Background: an optimization exercise with open tools, aiming at small area. Do not read the settings as production practice. Function was checked by simulation only, so behaviour that the tests miss may differ from the original. No activity file was given, so power comes from the tool's default toggle rates. The clock port is modelled as an ideal driver; clocking choices that lean on that would not hold on a real chip.

## alpha
## calc_top
module calc_top (
    input  logic                         clk,
    input  logic                         rst,
    input  logic                         enable,
    input  logic [16-1:0]     switches,
    output calc_data_pkg::entry_prompt_e prompt,
    output calc_data_pkg::calc_word_t    result,
    output logic                         sign,
    output logic                         done
);
    logic        press;
    logic        press_next;
    logic [2:0]  prompt_q;
    logic [1:0]  cls;
    logic [2:0]  op;
    logic [1:0]  size;
    logic [1:0]  chunk;
    logic        issue;
    button_debouncer debounce_i (
        .clk(clk), .rst(rst), .button(enable), .press(press), .press_next(press_next)
    );
    entry_sequencer seq_i (
        .clk(clk), .rst(rst), .press(press), .switches(switches),
        .prompt(prompt_q), .cls(cls), .op(op), .size(size), .chunk(chunk), .issue(issue)
    );
    assign prompt = calc_data_pkg::entry_prompt_e'(prompt_q);
    localparam logic [1:0] ST_IDLE = 2'd0;
    localparam logic [1:0] ST_PEND = 2'd1;
  ...
clock: 400.0 ns
lec_check: 0
abc_area: 1
cap_margin: 20
core_margin: 2
core_utilization: 80
slew_margin: 20
standard.sh (not shown) runs the stock make flow with config.mk's settings and CLKGATE_MAP_FILE= SYNTH_SCRIPT=/design/flow/synth_recipe.tcl, a recipe that flattens the netlist after the stock synthesis.
==> flow/flow/run.sh <==
#!/bin/bash
# Standard layout with two changes: the port buffers use the smallest buffer
# cell, and clock tree synthesis uses clkbuf_8 leaf buffers without dummy loads.
set -euo pipefail
export BUFFER_PORTS_ARGS="-buffer_cell sky130_fd_sc_hd__buf_1"
export CTS_ARGS="-sink_clustering_enable -repair_clock_nets -buf_list sky130_fd_sc_hd__clkbuf_8 -sink_clustering_size 16 -sink_clustering_max_diameter 50 -dont_use_dummy_load"
bash standard.sh > standard_flow.log 2>&1
Relative to alpha, the following input files were edited for beta:
==> flow/flow/run.sh <==
#!/bin/bash
# Standard layout with two changes: the port buffers use the smallest buffer
# cell, and clock tree synthesis uses clkbuf_16 buffers with larger sink clusters without dummy loads.
set -euo pipefail
export BUFFER_PORTS_ARGS="-buffer_cell sky130_fd_sc_hd__buf_1"
export CTS_ARGS="-sink_clustering_enable -repair_clock_nets -buf_list sky130_fd_sc_hd__clkbuf_16 -sink_clustering_size 32 -sink_clustering_max_diameter 80 -dont_use_dummy_load"
bash standard.sh > standard_flow.log 2>&1
alpha -> beta: power flat
Reported for beta and alpha, final hold violation count turned out identical to the last digit.
Setup slack: beta less than alpha
From alpha to beta, post-synthesis sequential area ratio did not move at all.
alpha → beta: fraction of area in multi-input gates did not really move, maximum clock frequency essentially unchanged.
Switching power summed over all nets delta (beta − alpha): favourable
Final cell count: beta vs alpha down 21
met5 as the highest signal layer in the routed design was reported by beta, and met4 by alpha.
Input-level comparison between gamma and beta:
-- flow/flow/run.sh --
<<< beta, line 2
# Standard layout with two changes: the port buffers use the smallest buffer
# cell, and clock tree synthesis uses clkbuf_16 buffers with larger sink clusters without dummy loads.
set -euo pipefail
>>> gamma, line 2
# Standard layout with two changes: the port buffers use the smallest buffer
# cell, and clock tree synthesis uses clkbuf_8 leaf buffers without dummy loads.
set -euo pipefail
### Flow results
Compared gamma against beta; reported leakage power within noise. Reported for gamma and beta, post-route clock period utilization turned out identical to the last digit. As far as placed wire-length estimate after detailed placement goes, gamma and beta are indistinguishable; the numbers are identical. Max-capacitance violation count came out exactly the same in gamma and beta. Utilization came out exactly the same in gamma and beta.
For delta, these inputs were changed with respect to gamma:
==> flow/flow/run.sh <==
#!/bin/bash
# The standard layout (standard.sh) with three changes:
#  - synthesis is synth_recipe.tcl unchanged except that its abc (logic
#    mapping) call uses the area-oriented script flow/area.abc
#  - the port buffers use the smallest buffer cell
#  - clock tree synthesis uses clkbuf_16 with larger sink clusters and no
#    dummy loads
set -euo pipefail
work=$PWD
cat > "$work/flow_synth.tcl" <<EOT
proc abc {args} {
  set i [lsearch -exact \$args -script]
  if {\$i >= 0} { lset args [expr {\$i + 1}] $work/flow/area.abc }
  yosys abc {*}\$args
}
source $work/synth_recipe.tcl
EOT
export BUFFER_PORTS_ARGS="-buffer_cell sky130_fd_sc_hd__buf_1"
export CTS_ARGS="-sink_clustering_enable -repair_clock_nets -buf_list sky130_fd_sc_hd__clkbuf_16 -sink_clustering_size 32 -sink_clustering_max_diameter 80 -dont_use_dummy_load"
bash standard.sh SYNTH_SCRIPT="$work/flow_synth.tcl" finish > standard_flow.log 2>&1
==> flow/flow/area.abc (new file) <==
strash
balance
rewrite
refactor
balance
rewrite
rewrite -z
balance
refactor -z
rewrite -z
balance
dch -f
amap -F 4 -A 10
Critical path depth (lower): gamma. Taking gamma over delta, the die area ratio works out to 1.06. Die boundary height for delta: 2.9% down relative to gamma. When delta is set beside gamma, its worst setup slack turns out to be 0.37 ns larger. Sequential share of cell area ends up higher on delta. In delta, number of library cell types mapped by synthesis is lower than in gamma.

ember:
Starting RTL as in the previous note.
clock: 400.0 ns
lec_check: 0
abc_area: 1
cap_margin: 20
core_margin: 2
core_utilization: 80
slew_margin: 20
==> flow/flow/run.sh <==
#!/bin/bash
# The standard layout (standard.sh) with three changes:
#  - synthesis is synth_recipe.tcl unchanged except that its abc (logic
#    mapping) call uses the area-oriented script flow/area.abc
#  - the port buffers use the smallest buffer cell
#  - clock tree synthesis uses clkbuf_16 with larger sink clusters and no
#    dummy loads
set -euo pipefail
work=$PWD
cat > "$work/flow_synth.tcl" <<EOT
proc abc {args} {
  set i [lsearch -exact \$args -script]
  if {\$i >= 0} { lset args [expr {\$i + 1}] $work/flow/area.abc }
  yosys abc {*}\$args
}
source $work/synth_recipe.tcl
EOT
export BUFFER_PORTS_ARGS="-buffer_cell sky130_fd_sc_hd__buf_1"
export CTS_ARGS="-sink_clustering_enable -repair_clock_nets -buf_list sky130_fd_sc_hd__clkbuf_16 -sink_clustering_size 32 -sink_clustering_max_diameter 80 -dont_use_dummy_load"
bash standard.sh SYNTH_SCRIPT="$work/flow_synth.tcl" finish > standard_flow.log 2>&1
==> flow/flow/area.abc <==
strash
balance
rewrite
refactor
balance
rewrite
rewrite -z
balance
refactor -z
rewrite -z
balance
dch -f
amap
For garnet, these inputs were changed with respect to ember:
==> flow/flow/run.sh <==
#!/bin/bash
# Standard layout with two changes: the port buffers use the smallest buffer
# cell, and clock tree synthesis uses clkbuf_16 buffers with larger sink clusters without dummy loads.
set -euo pipefail
export BUFFER_PORTS_ARGS="-buffer_cell sky130_fd_sc_hd__buf_1"
export CTS_ARGS="-sink_clustering_enable -repair_clock_nets -buf_list sky130_fd_sc_hd__clkbuf_16 -sink_clustering_size 40 -sink_clustering_max_diameter 50 -dont_use_dummy_load"
bash standard.sh > standard_flow.log 2>&1
removed: flow/flow/area.abc
==> results.txt <==
garnet reached the final stage; the timing, DRC and antenna checks on its layout passed. In the reports for garnet and ember, the larger number of levels the H-tree was split into belongs to garnet. From ember to garnet the numbers moved as follows: post-synthesis compound-gate area fraction went down by 4.0 points, minimum hold slack went up by 0.047 ns, clock network fraction of total power went up by 6.5 points, time the worst path needs with I/O delays and setup went up by 0.78 ns.
The inputs of juniper differ from those of garnet as listed below.
==> flow/flow/run.sh <==
#!/bin/bash
# The standard layout (standard.sh) with three changes:
#  - synthesis is synth_recipe.tcl unchanged except that its abc (logic
#    mapping) call uses the area-oriented script flow/area.abc
#  - the port buffers use the smallest buffer cell
#  - clock tree synthesis uses clkbuf_16 with larger sink clusters and no
#    dummy loads
set -euo pipefail
work=$PWD
cat > "$work/flow_synth.tcl" <<EOT
proc abc {args} {
  set i [lsearch -exact \$args -script]
  if {\$i >= 0} { lset args [expr {\$i + 1}] $work/flow/area.abc }
  yosys abc {*}\$args
}
source $work/synth_recipe.tcl
EOT
export BUFFER_PORTS_ARGS="-buffer_cell sky130_fd_sc_hd__buf_1"
export CTS_ARGS="-sink_clustering_enable -repair_clock_nets -buf_list sky130_fd_sc_hd__clkbuf_16 -sink_clustering_size 32 -sink_clustering_max_diameter 80 -dont_use_dummy_load"
bash standard.sh SYNTH_SCRIPT="$work/flow_synth.tcl" finish > standard_flow.log 2>&1
==> flow/flow/area.abc (new file) <==
strash
dc2
dc2
dch -f
amap -m
topo
buffer -c
Results
- Comparing garnet and juniper, synthesized area is higher on garnet.
- The final max-slew violation count was comparable across garnet and juniper.
- Lower wire length among garnet and juniper: juniper
- Worst setup path endpoint: bank_i.result[3]$_DFF_P_ -> garnet, bank_i.result[60]$_DFF_P_ -> juniper
- juniper vs. garnet: wire length of the first global-routing pass fell by 11000 µm; detailed-route via count fell by 15%; total power fell by 8.7 µW.
- In juniper, the count of cell instances traversed by the critical path came out 7 above the value in garnet.
- Note that the clock-net power recorded for juniper amounts to 0.74 times the value seen in garnet.
- [juniper] mean cell area of the mapped netlist rose 2.2 µm² relative to garnet
- garnet has higher number of global-route vias before repair than juniper.
## Diff of input files: onyx against juniper
- an added CTS_CLUSTER_DIAMETER of 60
- an added CTS_CLUSTER_SIZE of 20
- an added CTS_BUF_LIST of sky130_fd_sc_hd__clkbuf_8
- a deleted ABC_AREA that had been 1
- a change of CORE_UTILIZATION from 80 to 70
==> flow/run.sh (new file) <==
#!/bin/bash
# synth_recipe.tcl (not shown) runs the flow's synth.tcl, then flattens the netlist and writes it again
# the make line also repeats each setting of config.mk as NAME=value (left out here)
make -C /OpenROAD-flow-scripts/flow DESIGN_CONFIG=/design/flow/config.mk WORK_HOME=/design/flow/orfs CLKGATE_MAP_FILE= SYNTH_SCRIPT=/design/flow/synth_recipe.tcl finish
removed: flow/flow/run.sh
removed: flow/flow/area.abc
removed: flow/standard.sh
Findings:
- | number of standard cells after synthesis | higher: onyx |
- On global router's overall resource usage: between onyx and juniper, it ends up lower for onyx.
- Measured against each other, onyx and juniper differ in core utilization, the lower figure coming from onyx.
- Every run (onyx and juniper) finished clean.
- Xor-xnor portion of the synthesized cell area came out higher on onyx than on juniper.
- Cmp onyx and juniper / critical path depth / higher: juniper
- Max non-clock buffer count across onyx and juniper: juniper
- Comparing onyx and juniper, the lower post-route fraction of the period consumed by the critical path is on onyx.
- Going from juniper to onyx, wire length of the first global-routing pass shrank by more than 10%.
- The higher worst-case vdd ir drop of onyx and juniper is in onyx.
- The launch point of the worst path comes out seq_i.prompt[1]$_SDFFE_PP0P_ in one run and rst in the other, namely in onyx and juniper respectively.
- Power consumption ends up lower on juniper.
- onyx vs juniper — worst path required time dropped 80.48 ns.

[port drivers added, routing unchanged]
How much do the figures lean on ideal ports? The routed layouts below were timed once more, with nothing changed but the port constraints. Step 1 sets driving cells, clkbuf_16 on the clock port and buf_2 on the other inputs (assumed; they add their load-dependent delay and slew). Step 2 times the ports against the registers' clock, not the clock port: input delays grow and output delays shrink by t, the midpoint of the rising clock arrivals with the driver on. a / b / c = ideal ports / drivers / drivers and shift; a / b = the first two.
run | t (ns) | setup WS [ns] | hold slack, ns | pins driven straight from the clock port
alpha | 0.617 | 317.623 / 317.640 / 317.023 | 0.311 / 0.311 / 0.311 | 1
beta | 0.564 | 317.586 / 317.602 / 317.038 | 0.270 / 0.270 / 0.270 | 1
gamma | 0.564 | 317.586 / 317.602 / 317.038 | 0.270 / 0.270 / 0.270 | 1
delta | 0.573 | 317.952 / 317.982 / 317.409 | 0.273 / 0.273 / 0.273 | 1
ember | 0.576 | 318.105 / 318.128 / 317.553 | 0.254 / 0.254 / 0.254 | 1
garnet | 0.573 | 317.327 / 317.348 / 316.775 | 0.301 / 0.301 / 0.301 | 1
juniper | 0.569 | 317.368 / 317.402 / 316.833 | 0.266 / 0.266 / 0.266 | 1
onyx | 0.609 | 318.213 / 318.172 / 317.737 | 0.315 / 0.315 / 0.315 | 1
After both steps setup and hold are still met in every run listed. The setup slack of alpha, which loses most, moves by +0.017 ns with the drivers and by -0.600 ns with both steps.
